From an optimization exercise on the open Yosys and OpenROAD flow, aimed at small area, a short achievable clock period and few clock cycles per item; shortcuts taken in it are not production practice. Only the layout flow was run in this run; the RTL was not checked for function there. Power is estimated from default activity; no workload was simulated.

==> flow/design.v <==
package cmru_pkg;
  localparam logic signed [13:0] CENTER_X_RST = 14'sd2048;
  localparam logic signed [13:0] CENTER_Y_RST = 14'sd1920;
  localparam logic [11:0]        RADIUS_RST   = 12'd2968;
endpackage
module cmru_edge_trk #(
  parameter bit NEG = 1'b0     
) (
  input  logic               clk,
  input  logic               sel_clr,    
  input  logic               sel_prep,   
  input  logic               sel_hor,    
  input  logic               sel_move,   
  input  logic               sel_step,   
  input  logic               sel_conv,   
  input  logic               dm,         
  input  logic               dm_nxt,
  input  logic signed [24:0] dq,
  input  logic signed [24:0] hx,
  input  logic               hc,
  input  logic [3:0]         o,
  input  logic signed [10:0] base,
  output logic signed [10:0] e,
  output logic               cv,
  output logic               cv_nxt
);
  logic signed [24:0] s_r, xa, s1, s_nxt;
  logic [7:0]         k_r, k_nxt;
  logic signed [10:0] e_r, e_nxt;
  logic               cv_r;
  logic [24:0]        m32;
  logic [7:0]         o2;
  logic               stp, k0, k1, kz_nxt, sn;
  assign m32 = {8'd0, k_r, o, 5'd0};
  assign o2  = {4'd0, o} * {4'd0, o};
  assign stp = sel_step && !cv_r;
  always_comb begin
    xa = '0;
    if (sel_move)       xa = dq;
    if (stp && !dm)     xa = $signed(m32 + 25'd256);
    if (stp && dm)      xa = $signed(25'd768 - m32);
    if (sel_conv)       xa = $signed(25'd256 - m32);
    if (sel_hor)        xa = hx;
  end
  assign s1 = s_r + xa;
  always_comb begin
    s_nxt = s_r;
    if (sel_prep)                                   s_nxt = $signed({17'd0, o2}) + $signed({24'd0, hc});
    else if (sel_hor || sel_move || stp || sel_conv) s_nxt = s1;
  end
  always_comb begin
    k_nxt = k_r;
    e_nxt = e_r;
    if (sel_clr) begin
      k_nxt = 8'd0;
      e_nxt = base;
    end else if (stp) begin
      k_nxt = dm ? (k_r - 8'd1) : (k_r + 8'd1);
      e_nxt = (dm ^ NEG) ? (e_r - 11'sd1) : (e_r + 11'sd1);
    end
  end
  assign k0     = (k_r == 8'd0);
  assign k1     = (k_r == 8'd1);
  assign kz_nxt = sel_clr || (stp ? (dm && k1) : k0);
  assign sn     = s_nxt[24];
  assign cv_nxt = dm_nxt ? (sn || kz_nxt) : !sn;
  always_ff @(posedge clk) begin
    s_r  <= s_nxt;
    k_r  <= k_nxt;
    e_r  <= e_nxt;
    cv_r <= cv_nxt;
  end
  assign e  = e_r;
  assign cv = cv_r;
endmodule
module circle_mask_rect_generator_unit (
  input  logic         clk,
  input  logic         rst_n,
  input  logic         in_valid,
  output logic         in_ready,
  input  logic [7:0]   in_row,
  output logic         out_valid,
  input  logic         out_ready,
  output logic [8:0]   out_x_left,
  output logic [7:0]   out_y_top,
  output logic [8:0]   out_x_right,
  output logic [7:0]   out_y_bottom,
  output logic         out_last_of_batch,
  input  logic         cfg_valid,
  output logic         cfg_ready,
  input  logic [1:0]   cfg_index,
  input  logic [13:0]  cfg_data
);
  logic signed [13:0] cx_r, cy_r;
  logic [11:0]        rad_r;
  logic [7:0] top_r, bot_r;
  logic       act_r, closed_r, open_r, band_r, wr_d;
  logic       r0_v;
  logic [7:0] y_r;
  logic       f_is0, f_inb, f_last, f_band, f_stale;
  logic       f_same, f_nxt;      
  logic       bdone_r, rph_r, have_r;
  logic               tv_r, dm_r;
  logic [7:0]         ty_r;
  logic signed [13:0] q_r;       
  logic               t_prep, t_hor;
  logic [3:0]         hcnt_r;
  logic [24:0]        hb_r;      
  logic               hbit_r;
  logic sel_clr, sel_clry, sel_prep, sel_hor, sel_move, sel_step, sel_conv;
  logic [3:0] o_rr;    
  logic [7:0] bm1_r;   
  logic       run_open_r;
  logic [7:0] run_t_r, run_b_r;
  logic [8:0] run_l_r, run_r_r;
  logic       p_v, p_e1, p_e2, p_band, p_last;
  logic [7:0] p_a, p_b;
  logic [8:0] p_l, p_r;
  logic cfg_wr;
  assign cfg_wr = cfg_valid && (cfg_index != 2'd3);
  logic               open_c, closed_c, act_c;
  logic signed [14:0] cy_e, r_e, lo_s, hi_s, lo_f, hi_f;
  logic [7:0]         top_c, bot_c;
  assign open_c   = (rad_r >= 12'd2968);
  assign closed_c = (rad_r == 12'd0);
  assign act_c    = !open_c && !closed_c;
  assign cy_e     = {cy_r[13], cy_r};
  assign r_e      = {3'b000, rad_r};
  assign lo_s     = cy_e - r_e;
  assign hi_s     = cy_e + r_e + 15'sd15;
  assign lo_f     = lo_s >>> 4;
  assign hi_f     = hi_s >>> 4;
  assign top_c    = lo_f[14] ? 8'd0 : (lo_f > 15'sd240) ? 8'd240 : lo_f[7:0];
  assign bot_c    = hi_f[14] ? 8'd0 : (hi_f > 15'sd240) ? 8'd240 : hi_f[7:0];
  logic [8:0] lx, rx;
  logic       cvb, res_now, res_ok, proc;
  logic       pfree, done, push, match;
  logic       ev_band, ev_e1, ev_e2, ev_last;
  logic [7:0] ev_a, ev_b;
  logic [8:0] ev_l, ev_r;
  logic       ro, run_full, old_ex, fin_ex, run_has;
  logic       run_new, run_ext, run_drop, set_bdone, set_rph;
  logic       cv_l, cv_r;
  assign cvb     = cv_l && cv_r;
  assign res_now = tv_r && !t_prep && !t_hor && f_same && cvb;
  assign res_ok  = have_r || res_now;
  assign proc    = r0_v && !f_stale;
  assign pfree    = !p_v || (out_ready && !(p_e1 && p_e2));
  assign ro       = run_open_r && !f_is0;
  assign match    = (lx == run_l_r) && (rx == run_r_r);
  assign run_full = (run_l_r == 9'd0) && (run_r_r == 9'd256);
  assign old_ex   = ro && !match && !run_full;
  assign fin_ex   = f_last && ((lx != 9'd0) || (rx != 9'd256));
  assign run_has  = !run_full;
  always_comb begin
    done      = 1'b0;
    push      = 1'b0;
    ev_band   = 1'b0;
    ev_a      = run_t_r;
    ev_b      = run_b_r;
    ev_l      = run_l_r;
    ev_r      = run_r_r;
    ev_e1     = (run_l_r != 9'd0);
    ev_e2     = (run_r_r != 9'd256);
    ev_last   = 1'b1;
    run_new   = 1'b0;
    run_ext   = 1'b0;
    run_drop  = 1'b0;
    set_bdone = 1'b0;
    set_rph   = 1'b0;
    if (proc) begin
      if (!f_inb) begin
        if (f_band) begin
          ev_band = 1'b1;
          push    = pfree;
          done    = pfree;
        end else begin
          done = 1'b1;
        end
        run_drop = f_is0;
      end else if (res_ok) begin
        if (f_band && !bdone_r) begin
          ev_band   = 1'b1;
          ev_last   = !fin_ex;
          push      = pfree;
          set_bdone = pfree;
        end else if (!rph_r) begin
          if (!old_ex || pfree) begin
            push    = old_ex;
            ev_last = !fin_ex;
            run_ext = match && ro;
            run_new = !(match && ro);
            if (f_last) set_rph = 1'b1;
            else        done    = 1'b1;
          end
        end else begin
          if (!run_has || pfree) begin
            push     = run_has;
            done     = 1'b1;
            run_drop = 1'b1;
          end
        end
      end
    end
    if (ev_band) begin
      ev_a  = closed_r ? 8'd240 : top_r;
      ev_b  = bot_r;
      ev_l  = 9'd256;
      ev_r  = 9'd0;
      ev_e1 = closed_r || (top_r != 8'd0);
      ev_e2 = !closed_r && (bot_r != 8'd240);
    end
  end
  assign in_ready  = !r0_v || done;
  assign cfg_ready = 1'b1;
  logic       acc;
  logic [7:0] yn;
  assign acc = in_ready && in_valid;
  assign yn  = acc ? in_row : y_r;
  logic [3:0]         o_l, o_r;
  logic signed [10:0] fl, ce, e_l, e_r;
  logic               cvn_l, cvn_r;
  logic signed [24:0] dq, hx;
  logic               hc, dm_n;
  logic signed [13:0] ap, bp;
  logic [7:0]         clr_t;
  assign o_l = cx_r[3:0];
  assign o_r = o_rr;
  assign fl  = {cx_r[13], cx_r[13:4]};
  assign ce  = fl + {10'd0, (o_l != 4'd0)};
  assign ap = $signed({2'b00, rad_r}) + 14'sd8 - q_r;
  assign bp = 14'sd8 - $signed({2'b00, rad_r}) - q_r;
  assign dq = $signed({{7{q_r[12]}}, q_r[12:0], 5'd0});
  assign hx = !hbit_r ? 25'sd0 : (hcnt_r == 4'd13) ? $signed(~hb_r) : $signed(hb_r);
  assign hc = ap[13];
  assign dm_n = sel_conv ? 1'b1 : sel_clr ? 1'b0 : dm_r;
  cmru_edge_trk #(.NEG(1'b1)) u_trk_l (
    .clk (clk), .sel_clr (sel_clr), .sel_prep (sel_prep), .sel_hor (sel_hor),
    .sel_move (sel_move), .sel_step (sel_step), .sel_conv (sel_conv),
    .dm (dm_r), .dm_nxt (dm_n), .dq (dq), .hx (hx), .hc (hc), .o (o_l), .base (fl),
    .e (e_l), .cv (cv_l), .cv_nxt (cvn_l)
  );
  cmru_edge_trk #(.NEG(1'b0)) u_trk_r (
    .clk (clk), .sel_clr (sel_clr), .sel_prep (sel_prep), .sel_hor (sel_hor),
    .sel_move (sel_move), .sel_step (sel_step), .sel_conv (sel_conv),
    .dm (dm_r), .dm_nxt (dm_n), .dq (dq), .hx (hx), .hc (hc), .o (o_r), .base (ce),
    .e (e_r), .cv (cv_r), .cv_nxt (cvn_r)
  );
  assign lx = e_l[10] ? 9'd0 : (e_l > 11'sd256) ? 9'd256 : e_l[8:0];
  assign rx = e_r[10] ? 9'd0 : (e_r > 11'sd256) ? 9'd256 : e_r[8:0];
  logic               tv_n, prep_n, hor_n, have_n, r0v_n, stale_n;
  logic               inb_n, last_n, band_n, is0_n, same_n, nxt_n;
  logic [7:0]         ty_n, ty1, ty2;
  logic signed [13:0] q_n;
  assign clr_t = sel_clry ? y_r : top_r;
  assign ty1   = ty_r + 8'd1;
  assign ty2   = ty_r + 8'd2;
  always_comb begin
    tv_n   = tv_r;
    prep_n = 1'b0;
    hor_n  = t_hor;
    if (sel_clr) begin
      tv_n   = 1'b0;
      prep_n = 1'b1;
    end
    if (sel_prep) hor_n = 1'b1;
    if (sel_hor && hcnt_r == 4'd13) begin
      hor_n = 1'b0;
      tv_n  = 1'b1;
    end
    if (cfg_wr) begin
      tv_n   = 1'b0;
      prep_n = 1'b0;
      hor_n  = 1'b0;
    end
    if (!rst_n) begin
      tv_n   = 1'b0;
      prep_n = 1'b0;
      hor_n  = 1'b0;
    end
  end
  assign ty_n = sel_clr ? clr_t : sel_move ? ty1 : ty_r;
  assign q_n  = sel_clr  ? ($signed({2'b00, clr_t, 4'b0000}) + 14'sd16 - cy_r) :
                sel_move ? (q_r + 14'sd16) : q_r;
  logic is0_a, inb_a, last_a, band_a, same_a, nxt_a;
  logic is0_c, inb_c, last_c, band_c2, same_c, nxt_c;
  logic have_c;
  function automatic logic [5:0] classify(input logic [7:0] y, input logic [7:0] top,
      input logic [7:0] bot, input logic [7:0] bm1, input logic act, input logic closed, input logic mv,
      input logic [7:0] t0, input logic [7:0] t1, input logic [7:0] t2);
    logic z, ib, la, bd, sm, nx;
    z  = (y == 8'd0);
    ib = act && (y >= top) && (y < bot);
    la = (y == bm1) && (bot != 8'd0);
    bd = z && (closed || (act && ((top != 8'd0) || (bot != 8'd240))));
    sm = mv ? (y == t1) : (y == t0);
    nx = mv ? (y == t2) : (y == t1);
    classify = {z, ib, la, bd, sm, nx};
  endfunction
  assign {is0_a, inb_a, last_a, band_a, same_a, nxt_a} =
      classify(in_row, top_r, bot_r, bm1_r, act_r, closed_r, sel_move, ty_r, ty1, ty2);
  assign {is0_c, inb_c, last_c, band_c2, same_c, nxt_c} =
      classify(y_r, top_r, bot_r, bm1_r, act_r, closed_r, sel_move, ty_r, ty1, ty2);
  assign have_c = have_r || (proc && f_inb && res_ok);
  assign r0v_n   = rst_n && (in_ready ? in_valid : r0_v);
  assign have_n  = rst_n && !done && have_c;
  assign stale_n = wr_d;
  assign is0_n   = acc ? is0_a  : is0_c;
  assign inb_n   = acc ? inb_a  : inb_c;
  assign last_n  = acc ? last_a : last_c;
  assign band_n  = acc ? band_a : band_c2;
  assign same_n  = acc ? same_a : same_c;
  assign nxt_n   = acc ? nxt_a  : nxt_c;
  function automatic logic [6:0] decode(
      input logic prep, input logic hor, input logic need, input logic have,
      input logic tv, input logic same, input logic nxt, input logic cvb_i, input logic nc,
      input logic bg);
    logic clr, clry, mv, stp, cnv, rel;
    rel  = tv && (same || nxt);
    clr  = 1'b0;
    clry = 1'b0;
    mv   = 1'b0;
    stp  = 1'b0;
    cnv  = 1'b0;
    if (prep || hor) begin
    end else if (need && !have) begin
      if (rel) begin
        stp = !cvb_i;
        cnv = cvb_i && nc;
        mv  = cvb_i && !nc;
      end else begin
        clr  = 1'b1;
        clry = 1'b1;
      end
    end else if (need) begin
      cnv = tv && same && cvb_i && nc;
      mv  = tv && same && cvb_i && !nc;
    end else if (!tv) begin
      clr = bg;
    end else begin
      stp = !cvb_i;
    end
    decode = {clr, clry, prep, hor, mv, stp, cnv};
  endfunction
  logic       nc_n, bg_n, need_a, need_c;
  logic [6:0] da0, da1, db0, db1, dc0, dc1, dec_n;
  assign nc_n   = !dm_n && !q_n[13];
  assign bg_n   = band_r && !cfg_wr && !wr_d;
  assign need_a = inb_a && !stale_n;
  assign need_c = r0_v && inb_c && !stale_n;
  assign da0 = decode(prep_n, hor_n, need_a, 1'b0, tv_n, same_a, nxt_a, 1'b0, nc_n, bg_n);
  assign da1 = decode(prep_n, hor_n, need_a, 1'b0, tv_n, same_a, nxt_a, 1'b1, nc_n, bg_n);
  assign db0 = decode(prep_n, hor_n, 1'b0,   1'b0, tv_n, 1'b0,   1'b0,  1'b0, nc_n, bg_n);
  assign db1 = decode(prep_n, hor_n, 1'b0,   1'b0, tv_n, 1'b0,   1'b0,  1'b1, nc_n, bg_n);
  assign dc0 = decode(prep_n, hor_n, need_c, have_c, tv_n, same_c, nxt_c, 1'b0, nc_n, bg_n);
  assign dc1 = decode(prep_n, hor_n, need_c, have_c, tv_n, same_c, nxt_c, 1'b1, nc_n, bg_n);
  always_comb begin
    if (!rst_n)             dec_n = '0;
    else if (acc)           dec_n = (cvn_l && cvn_r) ? da1 : da0;
    else if (in_ready)      dec_n = (cvn_l && cvn_r) ? db1 : db0;
    else                    dec_n = (cvn_l && cvn_r) ? dc1 : dc0;
  end
  always_ff @(posedge clk) begin
    if (!rst_n) begin
      cx_r       <= 14'sd2048;
      cy_r       <= 14'sd1920;
      rad_r      <= 12'd2968;
      run_open_r <= 1'b0;
      p_v        <= 1'b0;
      bdone_r    <= 1'b0;
      rph_r      <= 1'b0;
      {sel_clr, sel_clry, sel_prep, sel_hor, sel_move, sel_step, sel_conv} <= '0;
    end else begin
      if (cfg_valid) begin
        case (cfg_index)
          2'd0: cx_r  <= $signed(cfg_data);
          2'd1: cy_r  <= $signed(cfg_data);
          2'd2: rad_r <= cfg_data[11:0];
          default: begin
          end
        endcase
      end
      if (done) begin
        bdone_r <= 1'b0;
        rph_r   <= 1'b0;
      end else begin
        if (set_bdone) bdone_r <= 1'b1;
        if (set_rph)   rph_r   <= 1'b1;
      end
      if (run_drop)     run_open_r <= 1'b0;
      else if (run_new) run_open_r <= 1'b1;
      if (push) begin
        p_v <= 1'b1;
      end else if (p_v && out_ready && !(p_e1 && p_e2)) begin
        p_v <= 1'b0;
      end
      {sel_clr, sel_clry, sel_prep, sel_hor, sel_move, sel_step, sel_conv} <= dec_n;
    end
  end
  always_ff @(posedge clk) begin
    r0_v    <= r0v_n;
    have_r  <= have_n;
    tv_r    <= tv_n;
    t_prep  <= prep_n;
    t_hor   <= hor_n;
    ty_r    <= ty_n;
    q_r     <= q_n;
    dm_r    <= dm_n;
    top_r    <= top_c;
    o_rr     <= 4'(-cx_r[3:0]);
    bm1_r    <= bot_c - 8'd1;
    bot_r    <= bot_c;
    act_r    <= act_c;
    closed_r <= closed_c;
    open_r   <= open_c;
    band_r   <= act_c && (top_c < bot_c);
    wr_d     <= cfg_wr;
    if (acc) y_r <= in_row;
    f_stale <= stale_n;
    f_is0   <= is0_n;
    f_inb   <= inb_n;
    f_last  <= last_n;
    f_band  <= band_n;
    f_same  <= same_n;
    f_nxt   <= nxt_n;
    if (sel_prep) begin
      hb_r   <= 25'(bp);
      hbit_r <= ap[0];
      hcnt_r <= 4'd0;
    end else if (sel_hor) begin
      hb_r   <= {hb_r[23:0], 1'b0};
      hbit_r <= ap[hcnt_r + 4'd1];
      hcnt_r <= hcnt_r + 4'd1;
    end
    if (run_new) begin
      run_t_r <= y_r;
      run_b_r <= y_r + 8'd1;
      run_l_r <= lx;
      run_r_r <= rx;
    end else if (run_ext) begin
      if (run_b_r != 8'd240) run_b_r <= run_b_r + 8'd1;
    end
    if (push) begin
      p_e1   <= ev_e1;
      p_e2   <= ev_e2;
      p_band <= ev_band;
      p_last <= ev_last;
      p_a    <= ev_a;
      p_b    <= ev_b;
      p_l    <= ev_l;
      p_r    <= ev_r;
    end else if (p_v && out_ready && p_e1 && p_e2) begin
      p_e1 <= 1'b0;
    end
  end
  assign out_valid         = p_v;
  assign out_x_left        = p_e1 ? 9'd0 : p_r;
  assign out_x_right       = p_e1 ? p_l : 9'd256;
  assign out_y_top         = p_band ? (p_e1 ? 8'd0 : p_b) : p_a;
  assign out_y_bottom      = p_band ? (p_e1 ? p_a : 8'd240) : p_b;
  assign out_last_of_batch = p_last && !(p_e1 && p_e2);
endmodule
==> flow/run.sh <==
#!/bin/bash
# synth_recipe.tcl (not shown) runs the flow's synth.tcl, then flattens the netlist and writes it again
# the make line also repeats each setting of config.mk as NAME=value (left out here)
make -C /OpenROAD-flow-scripts/flow DESIGN_CONFIG=/design/flow/config.mk WORK_HOME=/design/flow/orfs CLKGATE_MAP_FILE= SYNTH_SCRIPT=/design/flow/synth_recipe.tcl finish
==> flow/config.mk <==
export PLATFORM = sky130hd
export DESIGN_NAME = circle_mask_rect_generator_unit
export DESIGN_NICKNAME = circle_mask_rect_generator_unit
export VERILOG_FILES = /design/flow/design.v
export SDC_FILE = /design/flow/constraint.sdc
export NUM_CORES = 4
export LEC_CHECK = 0
export CAP_MARGIN = 20
export CORE_MARGIN = 2
export CORE_UTILIZATION = 40
export SETUP_SLACK_MARGIN = 3.5
export SLEW_MARGIN = 20
==> flow/constraint.sdc <==
create_clock -name core_clock -period 8.0 [get_ports {clk}]
set_input_delay 1.6000 -clock core_clock [delete_from_list [all_inputs] [get_ports {clk}]]
set_output_delay 1.6000 -clock core_clock [all_outputs]
set_load 0.01 [all_outputs]
==> out/results.txt <==
Status -> no timing/DRC/antenna violations
Post-synthesis register bit count -> 317
Combinational power share -> 21.1%
Max_slew headroom -> 25.4%
Largest net degree at the start of global routing -> 76
Hold path cells -> 0
Post-synthesis sequential area ratio -> 33.9%
Pre-CTS WS -> 2.10 ns
Yosys warnings -> 3
Leakage power figure -> 11.2 nW
Number of global-route vias before repair -> 20,200
First DRT Iteration DRCs -> 1,585
Cell row count -> 90
Setup violators final -> 0
Main flop type after synthesis -> edfxtp_1
Worst R2R Path Depth -> 17
CTS tree -> done
PnR worst setup slack -> 3.17 ns
Ys async rst share -> 0%
Vias -> 21,200
Net Switching -> 0.00150 W
Endpoints failing hold -> 0
Routed Antenna Nets -> 0
Setup TNS -> 0 ns
Final HPWL from detailed placement -> 52.4 mm
DRC viols -> 0
CP max stage cell -> or4_1
Commonest non-fill, non-tap cell in the layout -> nand2_1
Crit path required time -> 8.49 ns
Routed len/inst -> 19.1 microns
Clock latency (worst-skew pair) -> 0.58 ns
Crit. End Element -> flip-flop
Tcrit/Tclk final -> 60.3%
Power, Total -> 0.00485 W
Initial antenna violation count -> 0
I/O Buffers -> 65
GPL Wtd Cong -> 0.930
Pins Over Slew Limit -> 0
Most frequent cells in the layout -> 305 x nand2_1, 209 x nor2_1, 204 x ha_1
Starting Density -> 40.6%
Layout Skew -> 0.0274 ns
Layout cells sized above 1 -> 10.5%
Worst Path Arrival -> 5.31 ns
Hold Crit Class -> flip-flop to flip-flop
Kind of critical path -> flip-flop to flip-flop
Max Buffers Root-to-Sink -> 3
CTS buffer count -> 41
Crit-path cells -> or4_1 > o21ai_0 > o31a_1 > o311ai_1 > a221o_1 > nand2_2 > ha_4 > nand4_1 > nor4b_2 > nand3_1 > and2_4 > o41ai_4 > mux2i_2 > xor2_1 > mux2i_1 > a21oi_2 > nor4_1
Multi-input gate area -> 15,600 sq um
Height of the die -> 252 microns
Clock power share -> 38.0%
Post-synth EDFFs -> 197
Fillers -> 5,762
Sw frac -> 30.9%
Synthesized area -> 24,600 sq um
Post-Synthesis Cells -> 2,856
Maximum VDD drop -> 165 uV
CP delay by family, top -> simple AND/OR/NAND/NOR gates
Max-Cap Viols -> 0
Pwr dens -> 171 nW/um^2
Post-DP Area -> 25,800 sq um
Worst path max stage delay -> 0.63 ns
Post-CTS Hold Buffers -> 0
Drt first pass iters -> 5
Reg power frac -> 40.9%
Die Wd -> 252 microns
Clock transition at the registers of the reported paths -> 0.06 ns
CP max FO -> 12
Highest Clock Rate -> 207 MHz
Syn Area/Cell -> 8.60 sq um
Vias per inst -> 5.68
First-pass GRT wire length -> 112 mm
Post-route cell area -> 28,300 sq um
Ant diodes -> 0
Buf/Inv on CP -> 0
P_int -> 0.00335 W
Min Tclk post-route -> 4.83 ns
Register area -> 8390 sq um
Die area -> 63,400 sq um
Wirelength, routed -> 71.4 mm
Root Driver -> clkbuf_16
CORE AREA -> 60,500 sq um
Nets -> 3,165
Synth unique cells -> 91
Crit. path cell count -> 17
# clock sinks -> 317
Post-Syn Nets -> 3,107
Startpoint Class -> flip-flop
Worst slew pin tran -> 1.11 ns
Ports -> 67
Grt ovf -> 0
Overall Global Routing Usage -> 22.0%
Unrepaired setup endpoints after global routing -> yes
Area growth syn-to-layout -> 15.1%
H-Tree Depth -> 2
## metal layers
metal	up-vias	track usage, %	share of wire [%]
met1	10100	30.3	47
met5	-	0	0
li1	10300	-	-
met3	106	2.60	4.7
met4	0	5.87	2.4
met2	596	36.5	46
## sequential cells by signal, indices dropped and copies added, names as in the netlist, 11 cells and up
name,flops
u_trk_r.e_r,11
hb_r,25
u_trk_l.s_r,25
cy_r,14
q_r,14
u_trk_l.e_r,11
rad_r,12
cx_r,14
u_trk_r.s_r,25
## stage by stage
step | util, % | hold WS (ns) | cells
6_report | 46.7 | 0.427 | 3729
5_1_grt | 46.7 | 0.448 | 3729
3_5_place_dp | 42.7 | 0.428 | 3592
3_3_place_gp | 42.7 | 0.428 | 3592
2_1_floorplan | - | 0.384 | 2856
4_1_cts | 45.8 | 0.426 | 3697
## layout make-up
| class | instances | share of cell area (%) |
|---|---|---|
| clock buffer | 57 | 4.06 |
| clock inverter | 19 | 0.585 |
| inverter | 185 | 2.50 |
| multi-input combinational | 2226 | 55.2 |
| sequential | 317 | 29.7 |
| tap | 782 | 3.46 |
| timing repair buffer | 143 | 4.48 |
## final timing paths
check                                                 start                  end  slack [ns]
worst min register to register                 wr_d$_DFF_P_      f_stale$_DFF_P_        0.43
worst max register to register  u_trk_l.k_r[4]$_SDFFE_PP0P_  sel_conv$_SDFF_PN0_        3.17
worst max-delay path            u_trk_l.k_r[4]$_SDFFE_PP0P_  sel_conv$_SDFF_PN0_        3.17
worst min-delay path                           wr_d$_DFF_P_      f_stale$_DFF_P_        0.43
## cells in the mapped netlist, types with 8 or more instances
| cell | n | area [sq um] |
|---|---|---|
| a21boi_0 | 44 | 330 |
| or2_2 | 13 | 81.3 |
| nand3b_1 | 8 | 60.1 |
| o22ai_1 | 29 | 181 |
| mux2_2 | 16 | 180 |
| dfxtp_1 | 120 | 2400 |
| o211ai_1 | 19 | 143 |
| nor4_1 | 32 | 200 |
| buf_1 | 17 | 63.8 |
| o21a_1 | 18 | 135 |
| or3_1 | 14 | 87.6 |
| a211oi_1 | 30 | 225 |
| o21bai_1 | 29 | 218 |
| and2_1 | 50 | 313 |
| nor2_1 | 214 | 803 |
| ha_1 | 215 | 2690 |
| xnor2_1 | 166 | 1450 |
| and3_1 | 28 | 175 |
| o31a_1 | 10 | 87.6 |
| o41ai_1 | 10 | 87.6 |
| o21ai_0 | 169 | 846 |
| nand2b_1 | 44 | 275 |
| a31oi_1 | 28 | 175 |
| a21oi_1 | 176 | 881 |
| nand2_1 | 311 | 1170 |
| nor2b_1 | 47 | 294 |
| nand4_1 | 34 | 213 |
| mux2i_1 | 28 | 280 |
| clkbuf_1 | 106 | 398 |
| nor3_1 | 68 | 340 |
| edfxtp_1 | 197 | 5920 |
| a21o_1 | 35 | 263 |
| o31ai_1 | 24 | 180 |
| xor2_1 | 110 | 963 |
| nand3_1 | 63 | 315 |
| inv_1 | 183 | 687 |
## kinds of logic after synthesis
family | share of synthesized area, %
and+or+nand+nor | 19.0
buffers and inverters | 4.82
DFF | 33.9
muxes | 1.97
other | 0.0153
AOI/OAI and AO/OA | 18.8
xor gates and xnor gates | 10.0
adders and majority gates | 11.5
## power by group through the flow
stage	logic, W	registers (W)	clock network (W)
final	0.00102	0.00198	0.00184
after global routing	0.00113	0.00199	0.00194
after CTS	0.000980	0.00198	0.00187
after detailed placement	0.000945	0.00201	0
after global placement	0.000922	0.00201	0
after floorplan	0.000737	0.00193	0
## worst register-to-register path, delay by kind of cell (launching register included)
family,cells,cell delay [ns]
compound gates,6,1.44
simple gates,7,1.83
xor+xnor,1,0.26
fa+ha+maj,1,0.16
mux,2,0.61
flops,1,0.48
## timing repair
action,in CTS,in global routing
buffers inserted,29,31
cloned,0,1
gates resized for setup,101,80
endpoints found under the setup margin,19,20
pin swaps,29,43

==> what the ideal ports hide <==
No port has a modelled driver above. Below, the same layout with a new extraction and two added sets of constraints. Step 1, drivers: a clkbuf_16 drives clk and a buf_2 each remaining input, both assumed. Step 2 moves the port delays by t, midway between the first and last clock arrival at a register: inputs arrive t later, outputs are due t later. That takes back most of the time a late clock gives input paths. Three values: ideal, step 1, step 2; two values: the first two.
t (ns): 0.631
setup WS [ns]: 3.174 / 3.174 / 3.174
worst setup path at the end: register to register
pins driven straight from the clock port: 1
After both steps setup and hold are still met in this run. For this run, drivers alone change the setup slack by 0.000 ns; drivers and shift together by 0.000 ns.
